This design comes from an exercise in tuning for a short achievable clock period and few clock cycles on the open sky130 flow, not from production work.
The RTL was checked by simulation tests, not by an equivalence proof against the original design.

==> flow/design.v <==
`timescale 1ns/1ps
`default_nettype none
package cpu_pkg;
    typedef enum logic [3:0] {
        OP_ADD  = 4'b0000,
        OP_SUB  = 4'b0001,
        OP_AND  = 4'b0010,
        OP_OR   = 4'b0011,
        OP_XOR  = 4'b0100,
        OP_NOT  = 4'b0101,
        OP_SLA  = 4'b0110,
        OP_SRA  = 4'b0111,
        OP_LI   = 4'b1000,
        OP_LW   = 4'b1001,
        OP_SW   = 4'b1010,
        OP_BIZ  = 4'b1011,
        OP_BNZ  = 4'b1100,
        OP_HALT = 4'b1101,   
        OP_JMP  = 4'b1110,
        OP_RSVD = 4'b1111    
    } opcode_t;
    typedef logic [$clog2(16)-1:0] reg_idx_t;
    typedef union packed {
        struct packed {
            opcode_t  opcode;
            reg_idx_t dest;
            reg_idx_t src1;
            reg_idx_t src2;
        } regs;
        struct packed {
            opcode_t    opcode;
            reg_idx_t   dest;
            logic [7:0] imm8;    
        } imm;
    } instr_t;
    typedef enum logic [1:0] {
        B1_REG = 2'd0,   
        B1_PC  = 2'd1,   
        B1_IMM = 2'd2    
    } bus1_sel_t;
    typedef enum logic [1:0] {
        B2_ALU  = 2'd0,
        B2_BUS1 = 2'd1,
        B2_MEM  = 2'd2   
    } bus2_sel_t;
    typedef enum logic {
        ADDR_PC  = 1'b0,
        ADDR_IMM = 1'b1
    } addr_sel_t;
    typedef struct packed {
        bus1_sel_t bus1_sel;
        bus2_sel_t bus2_sel;
        addr_sel_t addr_sel;
        logic      sext;             
        reg_idx_t  rf_rd_addr;
        logic      rf_we;
        reg_idx_t  rf_wr_addr;
        logic      y_ld;             
        opcode_t   alu_op;
        logic      ir_ld;
        logic      pc_inc;
        logic      pc_ld;
        logic      pc_offset_sel;    
        logic      mem_write;
    } ctrl_t;
    typedef struct packed {
        logic [8-1:0] addr;
        logic [16-1:0] wdata;
        logic                   write;
    } mem_req_t;
endpackage
`default_nettype wire
`timescale 1ns/1ps
`default_nettype none
module cpu_control (
    input  logic   clk,
    input  logic   rst,
    input  cpu_pkg::instr_t instr,            
    input  logic   rd_zero,          
    input  logic   mem_req_ready,
    output cpu_pkg::ctrl_t  ctrl,
    output logic   mem_req_valid,
    output logic   halted
);
    typedef enum logic [2:0] {
        S_IDLE   = 3'd0,
        S_FETCH  = 3'd1,
        S_DECODE = 3'd2,
        S_EX     = 3'd3,     
        S_RD     = 3'd4,
        S_WR     = 3'd5,
        S_HALT   = 3'd6
    } state_t;
    state_t  state;
    state_t  next_state;
    cpu_pkg::opcode_t opcode;
    assign opcode = instr.regs.opcode;
    assign halted = (state == S_HALT);
    always_ff @(posedge clk or negedge rst) begin
        if (!rst) begin
            state <= S_IDLE;
        end else begin
            state <= next_state;
        end
    end
    always_comb begin
        ctrl            = '0;
        ctrl.bus1_sel   = cpu_pkg::B1_REG;
        ctrl.bus2_sel   = cpu_pkg::B2_ALU;
        ctrl.addr_sel   = cpu_pkg::ADDR_PC;
        ctrl.alu_op     = opcode;
        ctrl.rf_rd_addr = instr.regs.src1;
        ctrl.rf_wr_addr = instr.regs.dest;
        mem_req_valid   = 1'b0;
        next_state      = state;
        case (state)
            S_IDLE: begin
                next_state = S_FETCH;    
            end
            S_FETCH: begin
                mem_req_valid = 1'b1;
                ctrl.addr_sel = cpu_pkg::ADDR_PC;
                if (mem_req_ready) begin
                    ctrl.ir_ld  = 1'b1;    
                    ctrl.pc_inc = 1'b1;
                    next_state  = S_DECODE;
                end
            end
            S_DECODE: begin
                next_state = S_FETCH;    
                case (opcode)
                    cpu_pkg::OP_ADD, cpu_pkg::OP_SUB, cpu_pkg::OP_AND, cpu_pkg::OP_OR, cpu_pkg::OP_XOR: begin
                        ctrl.y_ld  = 1'b1;   
                        next_state = S_EX;
                    end
                    cpu_pkg::OP_NOT, cpu_pkg::OP_SLA, cpu_pkg::OP_SRA: begin
                        ctrl.bus2_sel = cpu_pkg::B2_ALU;
                        ctrl.rf_we    = 1'b1;
                    end
                    cpu_pkg::OP_LI: begin
                        ctrl.sext     = 1'b1;
                        ctrl.bus1_sel = cpu_pkg::B1_IMM;
                        ctrl.bus2_sel = cpu_pkg::B2_BUS1;
                        ctrl.rf_we    = 1'b1;
                    end
                    cpu_pkg::OP_LW: next_state = S_RD;
                    cpu_pkg::OP_SW: next_state = S_WR;
                    cpu_pkg::OP_BIZ: begin
                        ctrl.rf_rd_addr    = instr.regs.dest;    
                        ctrl.pc_offset_sel = 1'b1;
                        ctrl.pc_ld         = rd_zero;
                    end
                    cpu_pkg::OP_BNZ: begin
                        ctrl.rf_rd_addr    = instr.regs.dest;
                        ctrl.pc_offset_sel = 1'b1;
                        ctrl.pc_ld         = !rd_zero;
                    end
                    cpu_pkg::OP_JMP: begin
                        ctrl.pc_offset_sel = 1'b1;   
                        ctrl.pc_ld         = 1'b1;
                    end
                    cpu_pkg::OP_HALT: next_state = S_HALT;
                    default: next_state = S_FETCH;   
                endcase
            end
            S_EX: begin
                ctrl.rf_rd_addr = instr.regs.src2;   
                ctrl.bus2_sel   = cpu_pkg::B2_ALU;
                ctrl.rf_we      = 1'b1;
                next_state      = S_FETCH;
            end
            S_RD: begin
                mem_req_valid = 1'b1;
                ctrl.addr_sel = cpu_pkg::ADDR_IMM;
                ctrl.bus2_sel = cpu_pkg::B2_MEM;
                if (mem_req_ready) begin
                    ctrl.rf_we = 1'b1;   
                    next_state = S_FETCH;
                end
            end
            S_WR: begin
                mem_req_valid   = 1'b1;
                ctrl.addr_sel   = cpu_pkg::ADDR_IMM;
                ctrl.mem_write  = 1'b1;
                ctrl.rf_rd_addr = instr.regs.dest;   
                if (mem_req_ready) begin
                    next_state = S_FETCH;
                end
            end
            S_HALT: begin
                next_state = S_HALT;     
            end
            default: begin
                next_state = S_IDLE;
            end
        endcase
    end
endmodule
`default_nettype wire
`timescale 1ns/1ps
`default_nettype none
module cpu_fetch_unit (
    input  logic                   clk,
    input  logic                   rst,
    input  cpu_pkg::ctrl_t                  ctrl,
    input  logic [16-1:0] rf_rdata,
    input  logic [16-1:0] mem_rdata,
    output cpu_pkg::instr_t                 instr,
    output logic [16-1:0] bus1,
    output cpu_pkg::mem_req_t               mem_req
);
    logic [8-1:0] pc;
    cpu_pkg::instr_t                 ir;
    logic [16-1:0] imm_sext;
    logic [16-1:0] imm_zext;
    assign instr    = ir;
    assign imm_sext = {{(16-8){ir.imm.imm8[7]}}, ir.imm.imm8};
    assign imm_zext = {{(16-8){1'b0}}, ir.imm.imm8};
    always_ff @(posedge clk or negedge rst) begin
        if (!rst) begin
            pc <= '0;
            ir <= '0;
        end else begin
            if (ctrl.pc_ld) begin
                pc <= ctrl.pc_offset_sel ? pc + imm_sext[8-1:0]
                                         : bus1[8-1:0];
            end else if (ctrl.pc_inc) begin
                pc <= pc + 1'b1;
            end
            if (ctrl.ir_ld) begin
                ir <= cpu_pkg::instr_t'(mem_rdata);
            end
        end
    end
    always_comb begin
        case (ctrl.bus1_sel)
            cpu_pkg::B1_PC:   bus1 = {{(16-8){1'b0}}, pc};
            cpu_pkg::B1_IMM:  bus1 = ctrl.sext ? imm_sext : imm_zext;
            default: bus1 = rf_rdata;
        endcase
    end
    assign mem_req.addr  = (ctrl.addr_sel == cpu_pkg::ADDR_IMM) ? imm_zext[8-1:0] : pc;
    assign mem_req.wdata = bus1;
    assign mem_req.write = ctrl.mem_write;
endmodule
`default_nettype wire
`timescale 1ns/1ps
`default_nettype none
module cpu_regfile (
    input  logic                   clk,
    input  logic                   rst,
    input  cpu_pkg::ctrl_t                  ctrl,
    input  logic [16-1:0] wdata,     
    output logic [16-1:0] rdata,
    output logic                   rd_zero    
);
    logic [16-1:0] regs [16];
    always_ff @(posedge clk or negedge rst) begin
        if (!rst) begin
            for (int i = 0; i < 16; i++) begin
                regs[i] <= '0;
            end
        end else if (ctrl.rf_we) begin
            regs[ctrl.rf_wr_addr] <= wdata;
        end
    end
    assign rdata   = regs[ctrl.rf_rd_addr];
    assign rd_zero = (rdata == '0);
endmodule
`default_nettype wire
`timescale 1ns/1ps
`default_nettype none
module cpu_execute (
    input  logic                   clk,
    input  logic                   rst,
    input  cpu_pkg::ctrl_t                  ctrl,
    input  logic [16-1:0] bus1,
    input  logic [16-1:0] mem_rdata,
    output logic [16-1:0] bus2
);
    logic [16-1:0] y_reg;       
    logic [16-1:0] alu_res;
    always_ff @(posedge clk or negedge rst) begin
        if (!rst) begin
            y_reg <= '0;
        end else if (ctrl.y_ld) begin
            y_reg <= bus1;
        end
    end
    always_comb begin
        case (ctrl.alu_op)
            cpu_pkg::OP_ADD:  alu_res = y_reg + bus1;
            cpu_pkg::OP_SUB:  alu_res = y_reg - bus1;
            cpu_pkg::OP_AND:  alu_res = y_reg & bus1;
            cpu_pkg::OP_OR:   alu_res = y_reg | bus1;
            cpu_pkg::OP_XOR:  alu_res = y_reg ^ bus1;
            cpu_pkg::OP_NOT:  alu_res = ~bus1;
            cpu_pkg::OP_SLA:  alu_res = {bus1[16-2:0], 1'b0};
            cpu_pkg::OP_SRA:  alu_res = {bus1[16-1], bus1[16-1:1]};   
            default: alu_res = bus1;     
        endcase
    end
    always_comb begin
        case (ctrl.bus2_sel)
            cpu_pkg::B2_BUS1: bus2 = bus1;
            cpu_pkg::B2_MEM:  bus2 = mem_rdata;
            default: bus2 = alu_res;
        endcase
    end
endmodule
`default_nettype wire
`timescale 1ns/1ps
`default_nettype none
module cpu_top (
    input  logic                   clk,
    input  logic                   rst,
    output logic [8-1:0] mem_addr,
    output logic [16-1:0] mem_wdata,
    output logic                   mem_we,
    output logic                   mem_req_valid,
    input  logic                   mem_req_ready,
    input  logic [16-1:0] mem_rdata,      
    output logic                   halted
);
    cpu_pkg::ctrl_t                  ctrl;
    cpu_pkg::instr_t                 instr;
    logic                   rd_zero;
    logic [16-1:0] rf_rdata;
    logic [16-1:0] bus1;
    logic [16-1:0] bus2;
    cpu_pkg::mem_req_t      mem_req;
    assign mem_addr  = mem_req.addr;
    assign mem_wdata = mem_req.wdata;
    assign mem_we    = mem_req.write;
    cpu_control control_inst (
        .clk           (clk),
        .rst           (rst),
        .instr         (instr),
        .rd_zero       (rd_zero),
        .mem_req_ready (mem_req_ready),
        .ctrl          (ctrl),
        .mem_req_valid (mem_req_valid),
        .halted        (halted)
    );
    cpu_fetch_unit fetch_inst (
        .clk       (clk),
        .rst       (rst),
        .ctrl      (ctrl),
        .rf_rdata  (rf_rdata),
        .mem_rdata (mem_rdata),
        .instr     (instr),
        .bus1      (bus1),
        .mem_req   (mem_req)
    );
    cpu_regfile regfile_inst (
        .clk     (clk),
        .rst     (rst),
        .ctrl    (ctrl),
        .wdata   (bus2),
        .rdata   (rf_rdata),
        .rd_zero (rd_zero)
    );
    cpu_execute execute_inst (
        .clk       (clk),
        .rst       (rst),
        .ctrl      (ctrl),
        .bus1      (bus1),
        .mem_rdata (mem_rdata),
        .bus2      (bus2)
    );
endmodule
`default_nettype wire
==> flow/run.sh <==
#!/bin/bash
# synth_recipe.tcl (not shown) runs the flow's synth.tcl, then flattens the netlist and writes it again
# the make line also repeats each setting of config.mk as NAME=value (left out here)
make -C /OpenROAD-flow-scripts/flow DESIGN_CONFIG=/design/flow/config.mk WORK_HOME=/design/flow/orfs CLKGATE_MAP_FILE= SYNTH_SCRIPT=/design/flow/synth_recipe.tcl finish
==> flow/config.mk <==
export PLATFORM = sky130hd
export DESIGN_NAME = cpu_top
export DESIGN_NICKNAME = cpu_top
export VERILOG_FILES = /design/flow/design.v
export SDC_FILE = /design/flow/constraint.sdc
export NUM_CORES = 4
export LEC_CHECK = 0
export CAP_MARGIN = 20
export CORE_MARGIN = 2
export CORE_UTILIZATION = 40
export SLEW_MARGIN = 20
==> flow/constraint.sdc <==
create_clock -name core_clock -period 10.0 [get_ports {clk}]
set_input_delay 2.0000 -clock core_clock [delete_from_list [all_inputs] [get_ports {clk}]]
set_output_delay 2.0000 -clock core_clock [all_outputs]
set_load 0.01 [all_outputs]
==> run summary <==
through the flow:
step	util [%]	setup slack, ns	cells
floorplan	-	3.45	1806
global placement	42.9	1.57	2354
detailed placement	43.0	1.46	2355
CTS	45.8	1.43	2419
global route	45.9	0.905	2419
finish	45.9	1.49	2420
layout by cell type (no fill, tap or decap), drive strengths merged, types with 14 or more instances in the layout:
master         count
a21oi             90
a221oi            37
a22oi             40
buf               58
clkbuf            48
clkdlybuf4s50     44
dfrtp            299
ha                59
inv               48
mux2             158
mux2i             35
nand2            251
nand3             35
nand4             14
nor2             103
nor3              25
o211ai            18
o21ai            167
o22ai             20
or3               18
xnor2             33
metal layers:
| layer | track usage (%) | wire length, um | vias up |
|---|---|---|---|
| met5 | 0 | 0 | - |
| met4 | 11.1 | 2270 | 0 |
| met3 | 4.00 | 4780 | 130 |
| met2 | 40.9 | 26200 | 684 |
| met1 | 36.9 | 25400 | 7305 |
| li1 | - | - | 6591 |
cells in the mapped netlist, types with 10 or more instances:
master,n
nand2_1,251
o22ai_1,20
nor2b_1,12
xnor2_1,33
mux2_2,157
nand3_1,35
a22oi_1,39
a22o_1,13
a21oi_1,89
a211oi_1,10
o21ai_0,167
inv_1,48
nor2_1,103
o211ai_1,17
a221oi_1,37
nand4_1,14
dfrtp_1,299
o221ai_1,12
and2_1,10
ha_1,59
mux2i_1,35
buf_2,23
nor3_1,25
buf_1,13
or3_1,18
a221o_1,11
clkbuf_1,92
how the worst max path moves through the flow:
stage / endpoint / slack [ns] / cells past startpoint
2_1_floorplan: regfile_inst.regs[10][14] / 3.45 / 31
3_3_place_gp: regfile_inst.regs[1][14] / 1.57 / 27
3_5_place_dp: regfile_inst.regs[6][15] / 1.46 / 25
4_1_cts: regfile_inst.regs[6][15] / 1.43 / 26
5_1_grt: regfile_inst.regs[14][15] / 0.91 / 26
6_report: regfile_inst.regs[6][15] / 1.49 / 26
critical path: cells and delay by family (launching register included):
family | cells | cell delay [ns]
flops | 1 | 0.63
buf+inv | 2 | 0.49
fa+ha+maj | 1 | 0.32
simple gates | 8 | 2.90
compound gates | 13 | 3.60
xor+xnor | 2 | 0.39
final cells by class:
cell class	count	area (um^2)	share of cell area, %
diodes	1	2.50	0.0127
clock inverters	16	194	0.986
inverters	49	184	0.935
clock buffers	48	1050	5.32
multi-input cells	1320	9130	46.4
well taps	585	732	3.72
repair buffers	102	903	4.59
flip-flops and latches	299	7480	38.0
cells by family (layout without fill, tap and decap cells):
logic type	count (synthesis)	in the layout	synth area share (%)
flops	299	299	43.2
compound gates	511	511	19.7
mux	196	196	12.7
other cells	0	1	0
simple gates	516	516	13.5
fa+ha+maj	61	61	4.49
buf+inv	187	215	4.57
xor+xnor	36	36	1.82
==> impl_metrics.ini <==
[run]
maxCapViolations = 0

[timing]
grt_setup_unrepaired = false
setup_viol = 0
fin_setup_tns_ns = 0
timing.fmax_ghz = 0.117
worst_slew_pin_slew_ns = 1.21
min_period_ns = 8.51
drv_slew = 0
finalCritPeriodShare_pct = 85.1
hold-worst-slack_ns = 0.466
maxSlewHeadroom_pct = 19.5
fin_skew_ns = 0.0298
hold_violations = 0

[floorplan]
die_y_um = 212
start_util_pct = 40.4
die_w_um = 212
core_area_um2 = 42900
rows = 76
die_area_um2 = 45000
ios = 46

[synthesis]
yosysWarningCount = 5
ys_seq_area_share_pct = 43.2
yosys-top-cells-area = dfrtp_1, mux2_2, nand2_1
synthFlopType = dfrtp_1
synth_edf_count = 0
synthArstFlopShare_pct = 100
syn_area_per_cell_um2 = 9.59
syn_inst = 1806
yosysUniqueCellTypes = 86
synth_area_um2 = 17300
yosys.area.top_type_share_pct = 43.2
syn_nets = 1886
synth_largest_area_cell = dfrtp_1
ys_seq_elements = 299

[cts]
clk_pin_slew_worst_paths_ns = 0.06
clockRootBuffer = clkbuf_16
clockBufferDepth = 3
numCtsBuffers = 36
ctsResizeCount = 0
cts_setup_buffers = 0
cts_sinks = 299
clock_latency_ns = 0.58
cts_tree = built
htreeDepth = 2
hold_buffers = 0

[placement]
routabilityCongestion = 0.925
io_buffers = 45
placedInstanceArea_um2 = 18400
dp_hpwl_mm = 39.2

[worst_setup_path]
crit_fanout = 17
cp_data_required_time_ns = 10.41
crit_type = flop to flop
worstSetupStartpoint = fetch_inst.ir[14]
cp.arrival_ns = 8.92
crit_path_max_incr_delay_ns = 0.79
crit_path_end_kind = flop
reg2regPathDepth = 26
crit_slowest_cell = o311a_1
regToRegStartpoint = fetch_inst.ir[14]
cp_common_cell = nor2_1
r2r_setup_slack_ns = 1.49
cp-start-kind = flop
timing.rr.end = regfile_inst.regs[6][15]

[global_routing]
grt_max_degree = 108
grt_overflow = 0
grt_pass1_vias = 14300
antenna_found_initial = 1
grt_pass1_wl_mm = 89.7
track_usage_pct = 26.4

[min_path]
hp-start = fetch_inst.pc[7]
hold_depth = 1
holdPathEnd = fetch_inst.pc[7]
hold_class = flop to flop

[finish]
design_area_um2 = 19700
syn_to_final_growth_pct = 13.6
nFillCells = 4068
final_net_count = 1888
drive_gt1_share_pct = 16.9
largest_reg_flops = 256

[routing]
via_per_inst = 6.08
avgRoutedWirePerCell_um = 24.3
routed_wl_mm = 58.7
drt_iter0_drc = 1578
vias = 14700
post-route-drc-count = 0
drtPass1Iterations = 6
antenna_left = 0

[status]
status = no timing/DRC/antenna violations
Testbench counts, summed over its fixed seeds: cycles 86,495.

==> re-timing with driven ports <==
Ports are ideal in the flow. The routed layout listed here was re-timed in OpenROAD.
Step 1: set_driving_cell puts a clkbuf_16 on clk and a buf_2 on each other input, an assumption about the parent block.
Step 2 times the ports against the registers' clock, not the clock port: input delays grow and output delays shrink by t, the midpoint of the rising clock arrivals with the driver on.
a / b / c = ideal ports / drivers / drivers and shift; a / b = the first two.
shift t [ns]: 0.620
setup slack, ns: 1.488 / 1.488 / 1.488
worst setup path after step 2: register to register
worst data-port slew with drivers (ns): 0.05
After both steps this run still meets setup and hold. For this run, drivers alone change the setup slack by 0.000 ns; drivers and shift together by 0.000 ns.
